Source: an optimization exercise on an open RTL-to-GDS flow (aim: small area, a short achievable clock period and few clock cycles). Production flows keep margins and buffers that such runs may drop.
Function was checked by simulation only, so behaviour that the tests miss may differ from the original.
Power figures rest on the tool's default switching activity, not on a simulated workload.

== delta ==
// write_batch_record_parser
module write_batch_record_parser (
  input  logic                clk_i,
  input  logic                rst_ni,
  input  logic                in_valid_i,
  output logic                in_ready_o,
  input  logic [41:0]         in_data_i,
  output logic                out_valid_o,
  input  logic                out_ready_i,
  output logic [143:0]        out_data_o,
  input  logic                cfg_valid_i,
  output logic                cfg_ready_o,
  input  logic                cfg_index_i,
  input  logic [31:0]         cfg_data_i
);
  localparam logic [2:0] PhHeader = 3'd0;
  localparam logic [2:0] PhTag    = 3'd1;
  localparam logic [2:0] PhKeyLen = 3'd2;
  localparam logic [2:0] PhValLen = 3'd3;
  localparam logic [2:0] PhKey    = 3'd4;
  localparam logic [2:0] PhVal    = 3'd5;
  localparam logic [2:0] PhErrTag = 3'd6;
  localparam logic [2:0] PhErrLen = 3'd7;
  logic [7:0]  b;
  logic        bf, bl;
  logic [31:0] sp;
  assign b  = in_data_i[41:34];
  assign bf = in_data_i[33];
  assign bl = in_data_i[32];
  assign sp = in_data_i[31:0];
  logic [2:0]  phase_q, phase_n;
  logic        idle_q;
  logic [3:0]  cnt_q, cnt_n;
  logic [31:0] len_q;
  logic [31:0] diff_q;
  logic        dz_q;
  logic [63:0] rseq_q;
  logic [31:0] pos_q, pos_n;
  logic        lag_q;
  logic [31:0] rs_q;
  logic        del_q, del_n, ddel_q;
  logic        vp_q;
  logic [31:0] file_q;
  logic        fzero_q, fresh_q;
  logic        hd_q, hn_q, hs_q;
  logic        sep_q;   
  logic        hd_d, hn_d, hs_d;
  logic        empty_q, single_q, behind_q;
  logic        rip_q;     
  logic        hdone_q;   
  logic        b0p_q;     
  logic [7:0]  byte_q;
  logic        fe_q, dk_q;
  logic        in_fire, upd, pop, pop_done, pos_mv;
  logic        emit_data, do_finish, do_after_key, hdr_end, seq_wr, cnt_wr;
  logic [31:0] len_new, len_pf;
  logic        len_ph;
  logic        len_new_zero, len_one, grp_zero;
  logic [2:0]  code;
  assign cfg_ready_o = 1'b1;
  assign out_valid_o = !empty_q;
  assign in_ready_o  = empty_q || (out_ready_i && rip_q);
  assign in_fire     = in_valid_i && in_ready_o;
  assign upd         = in_fire && (bf || !idle_q);
  assign pop         = out_ready_i && !empty_q;
  assign pop_done    = out_ready_i && !hd_q && hn_q;
  ...
Size in the first run: roughly 1,700 cells after synthesis, about 230 I/O pins, ~15,000 sq um of cells after synthesis.
==> flow/config.mk <==
export PLATFORM = sky130hd
export DESIGN_NAME = write_batch_record_parser
export DESIGN_NICKNAME = write_batch_record_parser
export VERILOG_FILES = /design/flow/design.v
export SDC_FILE = /design/flow/constraint.sdc
export NUM_CORES = 4
export LEC_CHECK = 0
export CAP_MARGIN = 20
export CORE_MARGIN = 2
export CORE_UTILIZATION = 40
export SETUP_SLACK_MARGIN = 3.7
export SLEW_MARGIN = 20
export TNS_END_PERCENT = 10
==> flow/constraint.sdc <==
create_clock -name core_clock -period 7.0 [get_ports {clk_i}]
set_input_delay 1.4000 -clock core_clock [delete_from_list [all_inputs] [get_ports {clk_i}]]
set_output_delay 1.4000 -clock core_clock [all_outputs]
set_load 0.01 [all_outputs]
standard.sh (not shown) runs the stock make flow with config.mk's settings and CLKGATE_MAP_FILE= SYNTH_SCRIPT=/design/flow/synth_recipe.tcl, a recipe that flattens the netlist after the stock synthesis.
==> flow/flow/run.sh <==
#!/bin/bash
# The standard layout, with the port buffers made of buf_1 cells instead of the
# cell buffer_ports picks by itself (a delay cell four times the area).
set -euo pipefail
export BUFFER_PORTS_ARGS="-buffer_cell sky130_fd_sc_hd__buf_1"
bash standard.sh > standard.log 2>&1
Testbench counts of delta, summed over its fixed seeds: cycles 79,187.
The following lists how indigo was set up differently from delta:
- a deleted TNS_END_PERCENT that had been 10
### Flow results
- Compared with delta, indigo shows a lower arrival time at the worst endpoint.
- Looking at share of the core filled with cells across delta and indigo, the one that comes out lower is delta.
- For the combinational power share, indigo came in 0.9 points higher than delta did.

========
== maple ==
The RTL this note starts from:
==> flow/design.v <==
`timescale 1ns / 1ps
module write_batch_record_parser (
  input  logic                clk_i,
  input  logic                rst_ni,
  input  logic                in_valid_i,
  output logic                in_ready_o,
  input  logic [41:0]         in_data_i,
  output logic                out_valid_o,
  input  logic                out_ready_i,
  output logic [143:0]        out_data_o,
  input  logic                cfg_valid_i,
  output logic                cfg_ready_o,
  input  logic                cfg_index_i,
  input  logic [31:0]         cfg_data_i
);
  localparam logic [2:0] PhHeader = 3'd0;
  localparam logic [2:0] PhTag    = 3'd1;
  localparam logic [2:0] PhKeyLen = 3'd2;
  localparam logic [2:0] PhValLen = 3'd3;
  localparam logic [2:0] PhKey    = 3'd4;
  localparam logic [2:0] PhVal    = 3'd5;
  localparam logic [2:0] PhErrTag = 3'd6;
  localparam logic [2:0] PhErrLen = 3'd7;
  logic [7:0]  b;
  logic        bf, bl;
  logic [31:0] sp;
  assign b  = in_data_i[41:34];
  assign bf = in_data_i[33];
  assign bl = in_data_i[32];
  assign sp = in_data_i[31:0];
  logic [2:0]  phase_q, phase_n;
  logic        idle_q;
  logic [3:0]  cnt_q, cnt_n;
  logic [31:0] len_q;
  logic [31:0] diff_q;
  logic        dz_q;
  logic [63:0] rseq_q;
  logic [31:0] pos_q, pos_n;
  logic        lag_q;
  logic [31:0] rs_q;
  logic        rsp_q, rsp_d;   
  logic        ov_q;           
  logic        del_q, del_n, ddel_q;
  logic        vp_q;
  logic [31:0] file_q;
  logic        fzero_q, fresh_q;
  logic        hd_q, hn_q, hs_q;
  logic        sep_q;   
  logic        hd_d, hn_d, hs_d;
  logic        empty_q, single_q, behind_q;
  logic        acc_q;
  logic        hdone_q, lpz_q, hst_q, rl_q;
  logic        b0p_q;     
  logic [7:0]  byte_q;
  logic        fe_q, dk_q;
  logic        in_fire, upd, pop, pop_done, pos_mv;
  logic        emit_data, do_finish, do_after_key, hdr_end, seq_wr, cnt_wr;
  logic [31:0] len_new, len_pf;
  logic        len_ph;
  logic        len_new_zero, len_one, grp_zero;
  logic [2:0]  code;
  assign cfg_ready_o = 1'b1;
  assign out_valid_o = ov_q;
  assign in_ready_o  = out_ready_i && acc_q;
  assign in_fire     = in_valid_i && in_ready_o;
  assign upd         = in_fire && (bf || !idle_q);
  assign pop         = out_ready_i && ov_q;
  assign rsp_d       = upd && !behind_q && (bf || hdr_end);
  assign pop_done    = out_ready_i && !hd_q && hn_q;
  assign pos_mv      = upd && !bf && !behind_q;
  always_comb begin
    for (int i = 0; i < 32; i++) begin
      if (cnt_q == 4'(i / 7)) len_new[i] = b[i % 7];
      else if (cnt_q == 4'd0) len_new[i] = 1'b0;
      else len_new[i] = len_q[i];
    end
  end
  assign grp_zero     = (cnt_q == 4'd4) ? (b[3:0] == 4'd0) : (b[6:0] == 7'd0);
  assign len_new_zero = grp_zero && ((cnt_q == 4'd0) || (len_q == 32'd0));
  assign len_one      = (len_q == 32'd1);
  assign len_ph       = (phase_q == PhKeyLen) || (phase_q == PhValLen);
  assign len_pf       = (vp_q && !del_q && !fzero_q) ? file_q : 32'd0;
  always_comb begin
    phase_n = phase_q;
    cnt_n   = cnt_q;
    del_n   = del_q;
    seq_wr  = 1'b0;
    cnt_wr  = 1'b0;
    hdr_end = 1'b0;
    emit_data    = 1'b0;
    do_finish    = 1'b0;
    do_after_key = 1'b0;
    case (phase_q)
      PhHeader: begin
        cnt_n = cnt_q + 4'd1;
        if (cnt_q[3]) cnt_wr = 1'b1;
        else seq_wr = 1'b1;
        if (cnt_q == 4'd11) begin
          hdr_end = 1'b1;
          cnt_n   = 4'd0;
          phase_n = PhTag;
        end
      end
      PhTag: begin
        if (b[7:1] == 7'd0) begin
          del_n   = !b[0];
          phase_n = PhKeyLen;
        end else begin
          phase_n = PhErrTag;
        end
      end
      PhKeyLen, PhValLen: begin
        cnt_n = cnt_q + 4'd1;
        if (b[7]) begin
          if (cnt_q == 4'd4) phase_n = PhErrLen;
        end else begin
          cnt_n = 4'd0;
          if (phase_q == PhKeyLen) begin
            if (len_new_zero) do_after_key = 1'b1;
            else phase_n = PhKey;
          end else begin
            if (len_new_zero) do_finish = 1'b1;
            else phase_n = PhVal;
          end
        end
      end
      PhKey: begin
        emit_data = 1'b1;
        if (len_one) do_after_key = 1'b1;
      end
      PhVal: begin
        emit_data = !vp_q;
        if (len_one) do_finish = 1'b1;
      end
      default: ;
    endcase
    if (do_after_key) begin
      if (del_q) do_finish = 1'b1;
      else phase_n = PhValLen;
    end
    if (do_finish) begin
      phase_n = PhTag;
    end
  end
  assign pos_n = pos_q + (lag_q ? 32'd2 : 32'd1);
  logic [63:0] rseq_inc;
  logic [31:0] diff_dec;
  assign rseq_inc = rseq_q + {63'd0, pop_done};
  assign diff_dec = diff_q - {31'd0, pop_done};
  always_comb begin
    hd_d = hd_q;
    hn_d = hn_q;
    hs_d = hs_q;
    if (upd) begin
      hs_d = bl;
      hd_d = !bf && emit_data;
      hn_d = behind_q || (!bf && do_finish);
    end else if (pop) begin
      if (hd_q) hd_d = 1'b0;
      else if (hn_q) hn_d = 1'b0;
      else hs_d = 1'b0;
    end
  end
  always_ff @(posedge clk_i or negedge rst_ni) begin
    if (!rst_ni) begin
      phase_q  <= PhHeader;
      idle_q   <= 1'b0;
      cnt_q    <= '0;
      pos_q    <= '0;
      lag_q    <= 1'b0;
      vp_q     <= 1'b0;
      fzero_q  <= 1'b1;
      fresh_q  <= 1'b1;
      hd_q     <= 1'b0;
      hn_q     <= 1'b0;
      hs_q     <= 1'b0;
      sep_q    <= 1'b0;
      empty_q  <= 1'b1;
      ov_q     <= 1'b0;
      rsp_q    <= 1'b0;
      single_q <= 1'b0;
      behind_q <= 1'b0;
      acc_q    <= 1'b1;
      hdone_q  <= 1'b0;
      lpz_q    <= 1'b1;
      hst_q    <= 1'b1;
      rl_q     <= 1'b1;
      b0p_q    <= 1'b0;
    end else begin
      if (cfg_valid_i) begin
        if (cfg_index_i) fzero_q <= 1'b0;
        else vp_q <= cfg_data_i[0];
      end
      if (upd && (bf || hdr_end)) fresh_q <= 1'b0;
      if (upd && bf) pos_q <= sp;
      else if (pos_mv) pos_q <= pos_n;
      hd_q     <= hd_d;
      hn_q     <= hn_d;
      hs_q     <= hs_d;
      empty_q  <= !(hd_d || hn_d || hs_d);
      ov_q     <= (hd_d || hn_d || hs_d) && !rsp_d;
      rsp_q    <= rsp_d;
      single_q <= hd_d ? !(hn_d || hs_d) : (hn_d != hs_d);
      behind_q <= hd_d && hn_d && !hs_d;
      acc_q    <= !(hd_d || hn_d || hs_d) || ((hd_d ? !hs_d : (hn_d != hs_d)) && !rsp_d);
      hdone_q  <= !hd_d && hn_d;
      lpz_q    <= hd_d || (fresh_q && !(upd && (bf || hdr_end)));
      hst_q    <= !hd_d && !hn_d;
      rl_q     <= hd_d ? !(hn_d || hs_d) : (!hn_d || !hs_d || (upd ? behind_q : sep_q));
      if (upd && bf && behind_q) b0p_q <= 1'b1;
      else if (pop_done) b0p_q <= 1'b0;
      if (upd) begin
        idle_q <= bl;
        sep_q  <= behind_q;
        if (bf) begin
          phase_q <= PhHeader;
          cnt_q   <= 4'd1;
          lag_q   <= 1'b1;
        end else begin
          phase_q <= phase_n;
          cnt_q   <= cnt_n;
          lag_q <= behind_q;
        end
      end
    end
  end
  always_ff @(posedge clk_i) begin
    if (cfg_valid_i && cfg_index_i) file_q <= cfg_data_i;
    if (rsp_q || pop_done) rs_q <= pos_q;
    if (upd && !bf && (len_ph || phase_q == PhKey || phase_q == PhVal)) begin
      if (do_finish) len_q <= len_pf;
      else if (len_ph) len_q <= len_new;
      else len_q <= len_q - 32'd1;
    end
    if (upd && !bf && phase_q == PhTag) del_q <= !b[0];
    if (upd && !bf && do_finish) ddel_q <= del_q;
    if ((upd && !bf && emit_data) || (upd && bf && behind_q)) begin
      byte_q <= b;
      fe_q   <= len_one;
      dk_q   <= phase_q[0];
    end
    for (int k = 1; k < 8; k++) begin
      rseq_q[8*k +: 8] <= (upd && !bf && seq_wr && cnt_q[2:0] == 3'(k))
                          ? b : rseq_inc[8*k +: 8];
    end
    if (upd && (bf ? !behind_q : (seq_wr && cnt_q[2:0] == 3'd0))) rseq_q[7:0] <= b;
    else if (b0p_q && pop_done) rseq_q[7:0] <= byte_q;
    else rseq_q[7:0] <= rseq_inc[7:0];
    for (int k = 0; k < 4; k++) begin
      diff_q[8*k +: 8] <= (upd && !bf && cnt_wr && cnt_q[1:0] == 2'(k))
                          ? b : diff_dec[8*k +: 8];
    end
    if (upd && !bf && cnt_wr) begin
      dz_q <= (b == 8'd0) && (diff_q[23:0] == 24'd0);
    end else if (pop_done) begin
      dz_q <= (diff_q == 32'd1);
    end
  end
  always_comb begin
    case (phase_q)
      PhErrTag: code = 3'd4;
      PhHeader: code = 3'd1;
      PhTag:    code = dz_q ? 3'd0 : 3'd5;
      default:  code = del_q ? 3'd3 : 3'd2;
    endcase
  end
  logic head_done;
  assign head_done   = !hd_q && !hst_q;
  assign out_data_o[143]     = !hd_q;
  assign out_data_o[142]     = hd_q ? dk_q : !hn_q;
  assign out_data_o[141:134] = hd_q ? byte_q : 8'd0;
  assign out_data_o[133]     = hd_q && fe_q;
  assign out_data_o[132]     = hd_q ? del_q : (hn_q && ddel_q);
  assign out_data_o[131:100] = hdone_q ? rseq_q[63:32] : 32'd0;
  assign out_data_o[99:68]   = head_done ? rseq_q[31:0] : 32'd0;
  assign out_data_o[67:36]   = lpz_q ? 32'd0 : rs_q;
  assign out_data_o[35:4]    = hdone_q ? len_q : 32'd0;
  assign out_data_o[3:1]     = hst_q ? code : 3'd0;
  assign out_data_o[0]       = rl_q;
endmodule
clock: 7.0 ns
lec_check: 0
cap_margin: 20
core_margin: 2
core_utilization: 70
cts_cluster_diameter: 70
cts_cluster_size: 30
setup_slack_margin: 3.8
slew_margin: 20
Scripts as last shown in full above: flow/flow/run.sh
maple ran to completion and came out clean on the timing, DRC and antenna checks.
Testbench counts of maple, summed over its fixed seeds: cycles 79,187.
Modified inputs, fjord compared to maple
- CTS_CLUSTER_DIAMETER now 80, was 70
- CORE_UTILIZATION now 60, was 70
- CTS_CLUSTER_SIZE now 40, was 30
## What came out
Buffer share of cell area: fjord vs maple up 0.17 points. Between fjord and maple, the difference in switching share of total power is negligible. fjord vs. maple: cell internal power dissipation now sits at about the same level; total power after layout shows no meaningful change; met2 routing resource usage after global routing fell by 7.3 points; filler-free cell count of the finished design went up by 58. On remaining number of nets flagged by the antenna check after routing, fjord and maple are basically level. Area: fjord vs maple -> fjord larger. Going from maple to fjord, the relative contribution of the clock network to total power was found to have gone up by 0.2 points. Diff maple -> fjord | met1 global-route usage | decrease of 4.9 points. Between fjord and maple, the post-layout minimum cycle time is lower for maple.
Inputs modified between fjord and raven:
- swapping 80 for 60 in CTS_CLUSTER_DIAMETER
- Re number of buffers created by CTS: raven and fjord aren't equal, and the higher value belongs to raven.
- After synthesis and placement, the instance count of raven is above that of fjord.
- Changes observed in raven relative to fjord: share of layout cells above drive strength 1 increased 0.57 points, total power increased 6.7%, clock network power share increased 5.2 points.
- Count of buffers added by post-CTS timing repair for setup is lower on raven
- On final cycle utilization of the critical path, raven and fjord are basically level.
- For the worst IR drop on VDD, raven came in 0.093 mV lower than fjord did.
- For setup slack, raven and fjord come out practically identical.

re-timing with driven ports:
No port has a modelled driver above. Below, the same layouts with a new extraction and two added sets of constraints. Step 1 sets driving cells, clkbuf_16 on the clock port and buf_2 on the other inputs (assumed; they add their load-dependent delay and slew). Step 2, shift: input delay + t, output delay - t, t = (earliest + latest rising clock arrival at the registers) / 2. This alone moves slack from input paths to output paths. Three values: ideal, step 1, step 2; two values: the first two.
run	shift t [ns]	slack for setup (ns)	worst setup path after step 2
delta	0.625	3.674 / 3.644 / 3.065	input to register
indigo	0.625	3.669 / 3.612 / 3.138	input to register
maple	0.536	3.814 / 3.774 / 3.323	input to register
fjord	0.560	3.807 / 3.767 / 3.306	input to register
raven	0.568	3.809 / 3.770 / 3.336	input to register
After both steps every run listed still meets setup and hold. The setup slack of delta, which loses most, moves by -0.030 ns with the drivers and by -0.609 ns with both steps.
